This is an optimization exercise on Yosys and OpenROAD, whose aim is a short achievable clock period and few clock cycles, not a production implementation.
For this run, only the layout was checked, not whether the RTL still works.
Power and IR drop assume default switching activity.

## flow/constraint.sdc

```tcl
create_clock -name core_clock -period 6.5 [get_ports {clk}]
set_input_delay 1.3000 -clock core_clock [delete_from_list [all_inputs] [get_ports {clk}]]
set_output_delay 1.3000 -clock core_clock [all_outputs]
set_load 0.01 [all_outputs]
```

## flow/config.mk

```make
export PLATFORM = sky130hd
export DESIGN_NAME = mips_multicycle_core
export DESIGN_NICKNAME = mips_multicycle_core
export VERILOG_FILES = /design/flow/design.v
export SDC_FILE = /design/flow/constraint.sdc
export NUM_CORES = 4
export LEC_CHECK = 0
export ABC_CLOCK_PERIOD_IN_PS = 2500
export CAP_MARGIN = 20
export CORE_MARGIN = 2
export CORE_UTILIZATION = 25
export PLACE_DENSITY = 0.4
export SETUP_SLACK_MARGIN = 3.5
export SLEW_MARGIN = 20
export TNS_END_PERCENT = 100
```

## flow/run.sh

```bash
#!/bin/bash
# synth_recipe.tcl (not shown) runs the flow's synth.tcl, then flattens the netlist and writes it again
# the make line also repeats each setting of config.mk as NAME=value (left out here)
make -C /OpenROAD-flow-scripts/flow DESIGN_CONFIG=/design/flow/config.mk WORK_HOME=/design/flow/orfs CLKGATE_MAP_FILE= SYNTH_SCRIPT=/design/flow/synth_recipe.tcl finish
```

## flow/design.v

```verilog
`default_nettype none
module mips_multicycle_core #(
    parameter logic [31:0] RESET_PC        = 32'h0000_0000,
    parameter bit          HALT_ON_ILLEGAL = 1'b1,
    parameter int unsigned WAIT_LIMIT      = 0
) (
    input  logic        clk,
    input  logic        rst_n,
    output logic        imem_req,
    output logic [31:0] imem_addr,
    input  logic [31:0] imem_rdata,
    input  logic        imem_ready,
    output logic        dmem_req,
    output logic        dmem_we,
    output logic [31:0] dmem_addr,
    output logic [31:0] dmem_wdata,
    input  logic [31:0] dmem_rdata,
    input  logic        dmem_ready,
    output logic [31:0] pc,
    output logic        retire,
    output logic        halted
);
    localparam logic [5:0] OP_RTYPE = 6'h00;
    localparam logic [5:0] OP_J     = 6'h02;
    localparam logic [5:0] OP_BEQ   = 6'h04;
    localparam logic [5:0] OP_BNE   = 6'h05;
    localparam logic [5:0] OP_ADDI  = 6'h08;
    localparam logic [5:0] OP_LW    = 6'h23;
    localparam logic [5:0] OP_SW    = 6'h2B;
    localparam logic [5:0] FN_ADD   = 6'h20;
    localparam logic [5:0] FN_SUB   = 6'h22;
    localparam logic [5:0] FN_AND   = 6'h24;
    localparam logic [5:0] FN_OR    = 6'h25;
    localparam logic [5:0] FN_SLT   = 6'h2A;
    localparam int         BHT_BITS = 6;
    function automatic logic [31:0] ks_add(input logic [31:0] a, input logic [31:0] b,
                                           input logic cin);
        logic [31:0] p, g, gg, pp, gn, pn;
        p = a ^ b;
        g = a & b;
        g[0] = g[0] | (p[0] & cin);
        gg = g;
        pp = p;
        for (int d = 1; d < 32; d = d * 2) begin
            gn = gg;
            pn = pp;
            for (int i = d; i < 32; i++) begin
                gn[i] = gg[i] | (pp[i] & gg[i-d]);
                pn[i] = pp[i] & pp[i-d];
            end
            gg = gn;
            pp = pn;
        end
        ks_add = p ^ {gg[30:0], cin};
    endfunction
    logic [31:0] fpc_q;
    logic        freq_q;
    logic        fstop_q;
    logic        e_valid_q;
    logic [31:0] e_pc_q;
    logic [31:0] e_alt_q;        
    logic        e_pred_q;       
    logic        e_back_q;       
    logic [31:0] e_a_q, e_b_q;   
    logic [31:0] e_imm_q;
    logic [4:0]  e_dest_q;
    logic        e_wen_q;
    logic        e_halt_q;
    logic        e_br_q, e_bne_q;
    logic        e_alt_same_q;   
    logic        e_load_q, e_store_q;
    logic        e_useimm_q;
    logic        e_op_add_q, e_op_sub_q, e_op_and_q, e_op_or_q, e_op_slt_q;
    logic        e_arm_q, e_aw_q;    
    logic        e_brm_q, e_bw_q;    
    logic        e_ause_q, e_buse_q;
    logic        m_valid_q;
    logic [31:0] m_pc_q;
    logic [31:0] m_res_q;
    logic [31:0] m_wdata_q;
    logic [4:0]  m_dest_q;
    logic        m_wen_q;
    logic        m_load_q;
    logic        m_req_q;
    logic        m_we_q;
    logic        m_halt_q;
    logic [31:0] w_res_q;
    logic        retire_q;
    logic        halted_q;
    logic [31:0] pc_q;
    logic [1:0]  bht_q [0:(1<<BHT_BITS)-1];
    logic [31:0] regs_q [1:31];
    assign imem_req   = freq_q;
    assign imem_addr  = fpc_q;
    assign dmem_req   = m_req_q;
    assign dmem_we    = m_we_q;
    assign dmem_addr  = m_res_q;
    assign dmem_wdata = m_wdata_q;
    assign pc         = pc_q;
    assign retire     = retire_q;
    assign halted     = halted_q;
    logic [31:0] inst;
    logic [5:0]  f_op, f_fn;
    logic [4:0]  f_rs, f_rt, f_rd;
    logic        f_r, f_j, f_beq, f_bne, f_addi, f_lw, f_sw, f_br, f_legal;
    logic        f_fn_add, f_fn_sub, f_fn_and, f_fn_or, f_fn_slt;
    logic        f_pred;
    logic [4:0]  f_dest;
    logic        f_wen, f_ause, f_buse;
    logic [31:0] f_imm, fpc4, f_bt, f_jt, f_next, f_alt;
    logic [31:0] f_a, f_b;
    assign inst   = imem_rdata;
    assign f_op   = inst[31:26];
    assign f_fn   = inst[5:0];
    assign f_rs   = inst[25:21];
    assign f_rt   = inst[20:16];
    assign f_rd   = inst[15:11];
    assign f_imm  = {{16{inst[15]}}, inst[15:0]};
    assign f_fn_add = (f_fn == FN_ADD);
    assign f_fn_sub = (f_fn == FN_SUB);
    assign f_fn_and = (f_fn == FN_AND);
    assign f_fn_or  = (f_fn == FN_OR);
    assign f_fn_slt = (f_fn == FN_SLT);
    assign f_r    = (f_op == OP_RTYPE) && (f_fn_add || f_fn_sub || f_fn_and || f_fn_or || f_fn_slt);
    assign f_j    = (f_op == OP_J);
    assign f_beq  = (f_op == OP_BEQ);
    assign f_bne  = (f_op == OP_BNE);
    assign f_addi = (f_op == OP_ADDI);
    assign f_lw   = (f_op == OP_LW);
    assign f_sw   = (f_op == OP_SW);
    assign f_br   = f_beq || f_bne;
    assign f_legal = f_r || f_j || f_br || f_addi || f_lw || f_sw;
    assign f_dest = f_r ? f_rd : f_rt;
    assign f_wen  = (f_r || f_addi || f_lw) && (f_dest != 5'd0);
    assign f_ause = (f_r || f_br || f_addi || f_lw || f_sw) && (f_rs != 5'd0);
    assign f_buse = (f_r || f_br || f_sw) && (f_rt != 5'd0);
    logic f_agree;
    assign f_agree = bht_q[fpc_q[BHT_BITS+1:2]][1];
    assign f_pred  = f_br && (inst[15] == f_agree);
    assign fpc4   = ks_add(fpc_q, 32'd4, 1'b0);
    assign f_bt   = ks_add(fpc4, {f_imm[29:0], 2'b00}, 1'b0);
    assign f_jt   = {fpc4[31:28], inst[25:0], 2'b00};
    assign f_next = f_j ? f_jt : (f_pred ? f_bt : fpc4);
    assign f_alt  = f_pred ? fpc4 : f_bt;
    assign f_a = (f_rs == 5'd0) ? 32'd0 : regs_q[f_rs];
    assign f_b = (f_rt == 5'd0) ? 32'd0 : regs_q[f_rt];
    logic [31:0] fa, fb, alu_b, sum, diff, res;
    logic        slt, eq, taken, mispredict, misalign;
    always_comb begin
        fa = e_arm_q ? m_res_q : (e_aw_q ? w_res_q : e_a_q);
        fb = e_brm_q ? m_res_q : (e_bw_q ? w_res_q : e_b_q);
    end
    assign alu_b = e_useimm_q ? e_imm_q : fb;
    assign sum   = ks_add(fa, alu_b, 1'b0);
    assign diff  = ks_add(fa, ~fb, 1'b1);
    assign slt   = (fa[31] != fb[31]) ? fa[31] : diff[31];
    always_comb begin
        res = sum;
        if (e_op_sub_q) res = diff;
        if (e_op_and_q) res = fa & fb;
        if (e_op_or_q)  res = fa | fb;
        if (e_op_slt_q) res = {31'd0, slt};
    end
    assign eq         = ~|(fa ^ fb);
    assign taken      = e_bne_q ? !eq : eq;
    assign mispredict = e_br_q && !e_alt_same_q && (taken != e_pred_q);
    assign misalign   = (e_load_q || e_store_q) && (sum[1:0] != 2'b00);
    logic m_busy, lu, stall, e_adv, redirect, e_stop, kill, fd_accept;
    assign m_busy    = m_req_q && !dmem_ready;
    assign lu        = e_valid_q && m_valid_q && m_load_q &&
                       ((e_arm_q && e_ause_q) || (e_brm_q && e_buse_q));
    assign stall     = m_busy || lu;
    assign e_adv     = e_valid_q && !stall;
    assign redirect  = e_adv && !e_halt_q && mispredict;
    assign e_stop    = e_adv && !e_halt_q && misalign;
    assign kill      = redirect || e_stop;
    assign fd_accept = freq_q && imem_ready && !stall && !kill;
    logic fstop_d;
    always_comb begin
        fstop_d = fstop_q;
        if (redirect)                       fstop_d = 1'b0;
        else if (e_stop)                    fstop_d = 1'b1;
        else if (fd_accept && !f_legal)     fstop_d = 1'b1;
    end
    always_ff @(posedge clk or negedge rst_n) begin
        if (!rst_n) begin
            fpc_q   <= RESET_PC;
            freq_q  <= 1'b0;
            fstop_q <= 1'b0;
        end else begin
            fstop_q <= fstop_d;
            freq_q  <= !fstop_d;
            if (redirect)       fpc_q <= e_alt_q;
            else if (fd_accept) fpc_q <= f_next;
        end
    end
    logic f_arm, f_aw, f_brm, f_bw;
    assign f_arm = e_valid_q && e_wen_q && (e_dest_q == f_rs);
    assign f_aw  = m_valid_q && m_wen_q && (m_dest_q == f_rs);
    assign f_brm = e_valid_q && e_wen_q && (e_dest_q == f_rt);
    assign f_bw  = m_valid_q && m_wen_q && (m_dest_q == f_rt);
    always_ff @(posedge clk or negedge rst_n) begin
        if (!rst_n) begin
            e_valid_q  <= 1'b0;
            e_pc_q     <= 32'd0;
            e_alt_q    <= 32'd0;
            e_pred_q   <= 1'b0;
            e_back_q   <= 1'b0;
            e_a_q      <= 32'd0;
            e_b_q      <= 32'd0;
            e_imm_q    <= 32'd0;
            e_dest_q   <= 5'd0;
            e_wen_q    <= 1'b0;
            e_halt_q   <= 1'b0;
            e_br_q     <= 1'b0;
            e_bne_q    <= 1'b0;
            e_alt_same_q <= 1'b0;
            e_load_q   <= 1'b0;
            e_store_q  <= 1'b0;
            e_useimm_q <= 1'b0;
            e_op_add_q <= 1'b0;
            e_op_sub_q <= 1'b0;
            e_op_and_q <= 1'b0;
            e_op_or_q  <= 1'b0;
            e_op_slt_q <= 1'b0;
            e_arm_q    <= 1'b0;
            e_aw_q     <= 1'b0;
            e_brm_q    <= 1'b0;
            e_bw_q     <= 1'b0;
            e_ause_q   <= 1'b0;
            e_buse_q   <= 1'b0;
        end else if (!stall) begin
            e_valid_q  <= fd_accept;
            e_pc_q     <= fpc_q;
            e_alt_q    <= f_alt;
            e_pred_q   <= f_pred;
            e_back_q   <= inst[15];
            e_a_q      <= f_a;
            e_b_q      <= f_b;
            e_imm_q    <= f_imm;
            e_dest_q   <= f_dest;
            e_wen_q    <= f_wen;
            e_halt_q   <= !f_legal;
            e_br_q     <= f_br;
            e_bne_q    <= f_bne;
            e_alt_same_q <= (inst[15:0] == 16'd0);
            e_load_q   <= f_lw;
            e_store_q  <= f_sw;
            e_useimm_q <= !f_r;
            e_op_add_q <= f_r && f_fn_add;
            e_op_sub_q <= f_r && f_fn_sub;
            e_op_and_q <= f_r && f_fn_and;
            e_op_or_q  <= f_r && f_fn_or;
            e_op_slt_q <= f_r && f_fn_slt;
            e_arm_q    <= f_arm;
            e_aw_q     <= !f_arm && f_aw;
            e_brm_q    <= f_brm;
            e_bw_q     <= !f_brm && f_bw;
            e_ause_q   <= f_ause;
            e_buse_q   <= f_buse;
        end else if (lu && !m_busy) begin
            if (e_arm_q) begin
                e_arm_q <= 1'b0;
                e_aw_q  <= 1'b1;
            end else if (e_aw_q) begin
                e_aw_q  <= 1'b0;
                e_a_q   <= w_res_q;
            end
            if (e_brm_q) begin
                e_brm_q <= 1'b0;
                e_bw_q  <= 1'b1;
            end else if (e_bw_q) begin
                e_bw_q  <= 1'b0;
                e_b_q   <= w_res_q;
            end
        end
    end
    logic                upd_q, upd_agree_q;
    logic [BHT_BITS-1:0] upd_idx_q;
    always_ff @(posedge clk or negedge rst_n) begin
        if (!rst_n) begin
            upd_q       <= 1'b0;
            upd_agree_q <= 1'b0;
            upd_idx_q   <= '0;
        end else begin
            upd_q       <= e_adv && e_br_q && !e_alt_same_q;
            upd_agree_q <= (taken == e_back_q);
            upd_idx_q   <= e_pc_q[BHT_BITS+1:2];
        end
    end
    always_ff @(posedge clk or negedge rst_n) begin
        if (!rst_n) begin
            for (int i = 0; i < (1 << BHT_BITS); i++) bht_q[i] <= 2'b10;
        end else if (upd_q) begin
            if (upd_agree_q) begin
                if (bht_q[upd_idx_q] != 2'b11) bht_q[upd_idx_q] <= bht_q[upd_idx_q] + 2'b01;
            end else begin
                if (bht_q[upd_idx_q] != 2'b00) bht_q[upd_idx_q] <= bht_q[upd_idx_q] - 2'b01;
            end
        end
    end
    always_ff @(posedge clk or negedge rst_n) begin
        if (!rst_n) begin
            m_valid_q <= 1'b0;
            m_pc_q    <= 32'd0;
            m_res_q   <= 32'd0;
            m_wdata_q <= 32'd0;
            m_dest_q  <= 5'd0;
            m_wen_q   <= 1'b0;
            m_load_q  <= 1'b0;
            m_req_q   <= 1'b0;
            m_we_q    <= 1'b0;
            m_halt_q  <= 1'b0;
        end else if (!m_busy) begin
            m_valid_q <= e_adv;
            m_pc_q    <= e_pc_q;
            m_res_q   <= res;
            m_wdata_q <= fb;
            m_dest_q  <= e_dest_q;
            m_wen_q   <= e_wen_q && !e_halt_q && !misalign;
            m_load_q  <= e_load_q;
            m_req_q   <= e_adv && !e_halt_q && !misalign && (e_load_q || e_store_q);
            m_we_q    <= e_store_q;
            m_halt_q  <= e_halt_q || misalign;
        end
    end
    logic [31:0] m_wb;
    logic        m_done;
    assign m_wb   = m_load_q ? dmem_rdata : m_res_q;
    assign m_done = m_valid_q && !m_busy;
    always_ff @(posedge clk or negedge rst_n) begin
        if (!rst_n) begin
            w_res_q  <= 32'd0;
            retire_q <= 1'b0;
            halted_q <= 1'b0;
            pc_q     <= 32'd0;
        end else begin
            retire_q <= m_done && !m_halt_q;
            if (m_done) begin
                w_res_q <= m_wb;
                pc_q    <= m_pc_q;
                if (m_halt_q) halted_q <= 1'b1;
            end
        end
    end
    always_ff @(posedge clk or negedge rst_n) begin
        if (!rst_n) begin
            for (int i = 1; i < 32; i++) regs_q[i] <= 32'd0;
        end else if (m_done && m_wen_q) begin
            regs_q[m_dest_q] <= m_wb;
        end
    end
endmodule
`default_nettype wire
```

==> results.yml <==
clock_network:
  clkTransAtPathRegs_ns: 0.07
  clk_latency_ns: 0.93
  cts_hold_buf: 0
  cts_tree: "yes"
  root_buffer: "clkbuf_16"
  cts_buffer_depth: 4
  cts_made_buffers: 183
  ctsHtreeMaxLevel: 4
  cts_sinks: 1502
synth:
  synth_seq_area_share: 0.479
  yosysWarnings: 3
  synth_area_leaders: "dfrtp_1, nand2_1, o21ai_0, a21oi_1, nor2_1"
  synth_edf_count: 0
  synthArstFlopShare: 1.00
  synth_area_um2: 78600
  synthesis.nets: 8882
  synth_top_area_frac: 0.458
  synth.largest_area_cell: "dfrtp_1"
  ys_ff_latch: 1502
  synthCells: 8644
  post_synth_num_cell_types: 97
  ys.flop_type: "dfrtp_1"
  postSynthAreaPerCell_um2: 9.10
global_routing:
  grt_usage: 0.287
  grt_overflow: 0
  antenna_found_initial: 34
  grt_pass1_wl_mm: 645
  grt_pass1_vias: 75969
  grt_max_degree: 171
route:
  via_per_inst: 5.90
  finalWirelength_mm: 476
  dr_total_vias: 80482
  antenna_left: 0
  drcViolationCount: 0
  dr.pass1.iters: 12
  drt_iter0_markers: 12286
  post_drt_wl_per_cell_um: 34.9
timing:
  fin_setup_tns_ns: 0
  setup_viol: 0
  hold_viol: 0
  fmax_ghz: 0.224
  period_minus_slack_ns: 4.46
  skew_ns: 0.119
  rsz0062_at_grt: "yes"
  slew_headroom: 0.228
  tightest_slew_ns: 1.16
  drv_slew: 0
  fin_crit_sh: 0.687
critical_path:
  crit_top_cell: "nor2_1"
  crit_chain: "buf_12 > buf_16 > mux2i_1 > nor2_1 > a21oi_2 > ha_4 > or4_4 > a211oi_4 > o21ai_2 > a31oi_4 > o41ai_4 > nor2_1 > nor2_1 > o21bai_1 > fa_2 > and3_1 > a211oi_2 > a211oi_2 > a21oi_1 > o31ai_1"
  start_kind: "register"
  cp_slowest_stage_delay_ns: 0.59
  crit_arrival_ns: 5.23
  cp-end-kind: "register"
  cp_max_fo: 6
  crit_slowest_cell: "dfrtp_4"
  cp.required_ns: 7.27
  worstSetupPathType: "register to register"
finish:
  drive_above_1_share: 0.262
  fin_nets: 9570
  area_delta_synth_final_pct: 35.2
  fillers: 31808
min_path:
  hold_class: "register to register"
power_and_ir_drop:
  ir_drop_mv: 0.284
  leakagePower_nw: 46.8
  p_per_area_nw_per_um2: 290
  report.power.total_w: 0.0308
die:
  die_w_um: 565
  core_area_um2: 312000
  dieHeight_um: 565
  start_util: 0.252
  die_area_um2: 319000
  placementRows: 205
  ioPinCount: 201
placement:
  gp_congestion: 0.941
  portBuffers: 200
  dpl.hpwl_mm: 289
run_status:
  status: "complete, no violations"
flow_run:
  cap_violations: 0
-- repair_timing --
item	in CTS	in global routing
pin swaps	277	206
buffers inserted	531	114
setup endpoints to repair	1294	534
gates cloned	31	20
resized for setup	1181	443
-- power breakdown --
group          leakage [nW]  switching [W]  internal, W  total [W]
sequential             20.3       0.000730      0.00995     0.0107
clock                  3.00        0.00450      0.00634     0.0108
combinational          23.5        0.00531      0.00400    0.00931
total                  46.8         0.0105       0.0203     0.0308
-- layer usage --
metal	track usage	up-vias	routed length, um
met5	0	-	302
met4	0.119	32	25300
met3	0.0882	1509	56200
met2	0.418	5640	197000
met1	0.391	40436	198000
li1	-	32865	-
-- path summary, 6_finish.rpt --
kind / from / endpoint / slack (ns) / cells after the start
worst max-delay path: e_bw_q$_DFFE_PN0P_ / m_res_q[31]$_DFFE_PN0N_ / 2.04 / 20
worst min-delay path: e_pc_q[3]$_DFFE_PN0P_ / upd_idx_q[1]$_DFF_PN0_ / 0.40 / 0
worst max register to register: e_bw_q$_DFFE_PN0P_ / m_res_q[31]$_DFFE_PN0N_ / 2.04 / 20
worst min register to register: e_pc_q[3]$_DFFE_PN0P_ / upd_idx_q[1]$_DFF_PN0_ / 0.40 / 0
max in group asynchronous: rst_n / upd_idx_q[2]$_DFF_PN0_ / 4.36 / 2
min in group asynchronous: rst_n / regs_q[11][29]$_DFFE_PN0P_ / 0.45 / 1
-- final cells by class --
type / instances / area, um2 / share of cell area
repair buffers: 1228 / 12900 / 0.122
clock inverters: 61 / 797 / 0.00750
inverters: 124 / 473 / 0.00445
well taps: 4140 / 5180 / 0.0487
multi-input cells: 6293 / 43700 / 0.411
flip-flops and latches: 1502 / 37800 / 0.355
clock buffers: 267 / 5350 / 0.0503
diodes: 18 / 45.0 / 0.000424
-- critical path, delay by kind of cell (launching register included) --
family                     cells  cell delay [ns]
AOI/OAI and AO/OA             10             1.59
and+or+nand+nor                5             1.00
adders and majority gates      2             0.70
DFF                            1             0.59
buffers and inverters          2             0.32
muxes                          1             0.14
-- synth_stat cells, drive strengths merged (9+ instances only) --
| master | number |
|---|---|
| nand3b | 17 |
| o31ai | 19 |
| a21o | 33 |
| nor3 | 114 |
| mux2 | 111 |
| dfstp | 64 |
| o21ai | 888 |
| clkbuf | 629 |
| a31oi | 28 |
| a21oi | 851 |
| nand4 | 163 |
| nand3 | 153 |
| nor3b | 11 |
| a222oi | 68 |
| o211ai | 14 |
| nand2b | 27 |
| xnor2 | 92 |
| and2 | 11 |
| o21bai | 21 |
| a2111oi | 9 |
| or2 | 13 |
| a22oi | 345 |
| a221oi | 277 |
| ha | 166 |
| and3 | 14 |
| nor2 | 805 |
| nor2b | 29 |
| buf | 112 |
| dfrtp | 1438 |
| xor2 | 43 |
| a22o | 335 |
| nor4 | 22 |
| inv | 122 |
| a211oi | 27 |
| or3 | 9 |
| nand2 | 1223 |
| mux2i | 173 |
| o21a | 41 |
-- cells in the final DEF, fill, tap and decap left out, drive strengths merged, types with 18 or more instances in the layout --
cell / n
o31ai: 19
a22oi: 345
a21oi: 851
clkdlybuf4s50: 56
nor2b: 29
clkbuf: 285
a22o: 335
dfrtp: 1438
a31oi: 28
buf: 1062
a222oi: 68
mux2i: 173
a21o: 33
xor2: 43
mux2: 111
o21ai: 889
nand2: 1233
nor2: 807
a211oi: 27
ha: 166
nand4: 163
o21bai: 21
diode: 18
nand2b: 27
o21a: 41
dfstp: 64
clkinv: 32
nand3: 156
dlygate4sd2: 70
inv: 126
nor3: 114
xnor2: 92
nor4: 22
a221oi: 277
-- flip-flops by register name (all words and copies together) (netlist names), 5 cells and up --
signal	count
m_wdata_q	32
e_alt_q	32
bht_q	128
e_dest_q	5
regs_q	992
e_a_q	32
m_dest_q	5
e_imm_q	15
m_res_q	32
e_pc_q	30
pc_q	32
fpc_q	32
w_res_q	32
m_pc_q	32
e_b_q	32
upd_idx_q	6
-- cells by family after synthesis --
kind of cell | synth area share
AOI/OAI and AO/OA | 0.248
xor gates and xnor gates | 0.0150
adders and majority gates | 0.0274
buffers and inverters | 0.0430
DFF | 0.479
muxes | 0.0401
and+or+nand+nor | 0.147
-- stage by stage --
stage	setup slack [ns]	area, um2	std cells	utilization	hold slack [ns]
floorplan	2.62	80300	8644	-	0.374
global placement	0.486	88200	12580	0.282	0.388
detailed placement	0.454	88400	12589	0.283	0.395
CTS	2.06	103000	13479	0.330	0.406
global route	1.86	106000	13616	0.340	0.420
finish	2.04	106000	13633	0.340	0.402

-- afterwards: timing with drivers on the ports --
The results above use ideal ports. As a check the final layout listed here was re-extracted and re-timed, cells and wires unchanged.
Step 1: set_driving_cell puts a clkbuf_16 on clk and a buf_2 on each other input, an assumption about the parent block.
Step 2 times the ports against the registers' clock, not the clock port: input delays grow and output delays shrink by t, the midpoint of the rising clock arrivals with the driver on.
Three values: ideal ports, drivers, drivers and shift; two values: the first two.
shift t [ns]: 0.978
setup WS [ns]: 2.036 / 2.036 / 1.877
worst hold slack (ns): 0.402 / 0.402 / 0.402
worst setup path after step 2: input to register
After both steps setup and hold are still met in this run. The setup slack of this run moves by 0.000 ns with the drivers and by -0.159 ns with both steps.
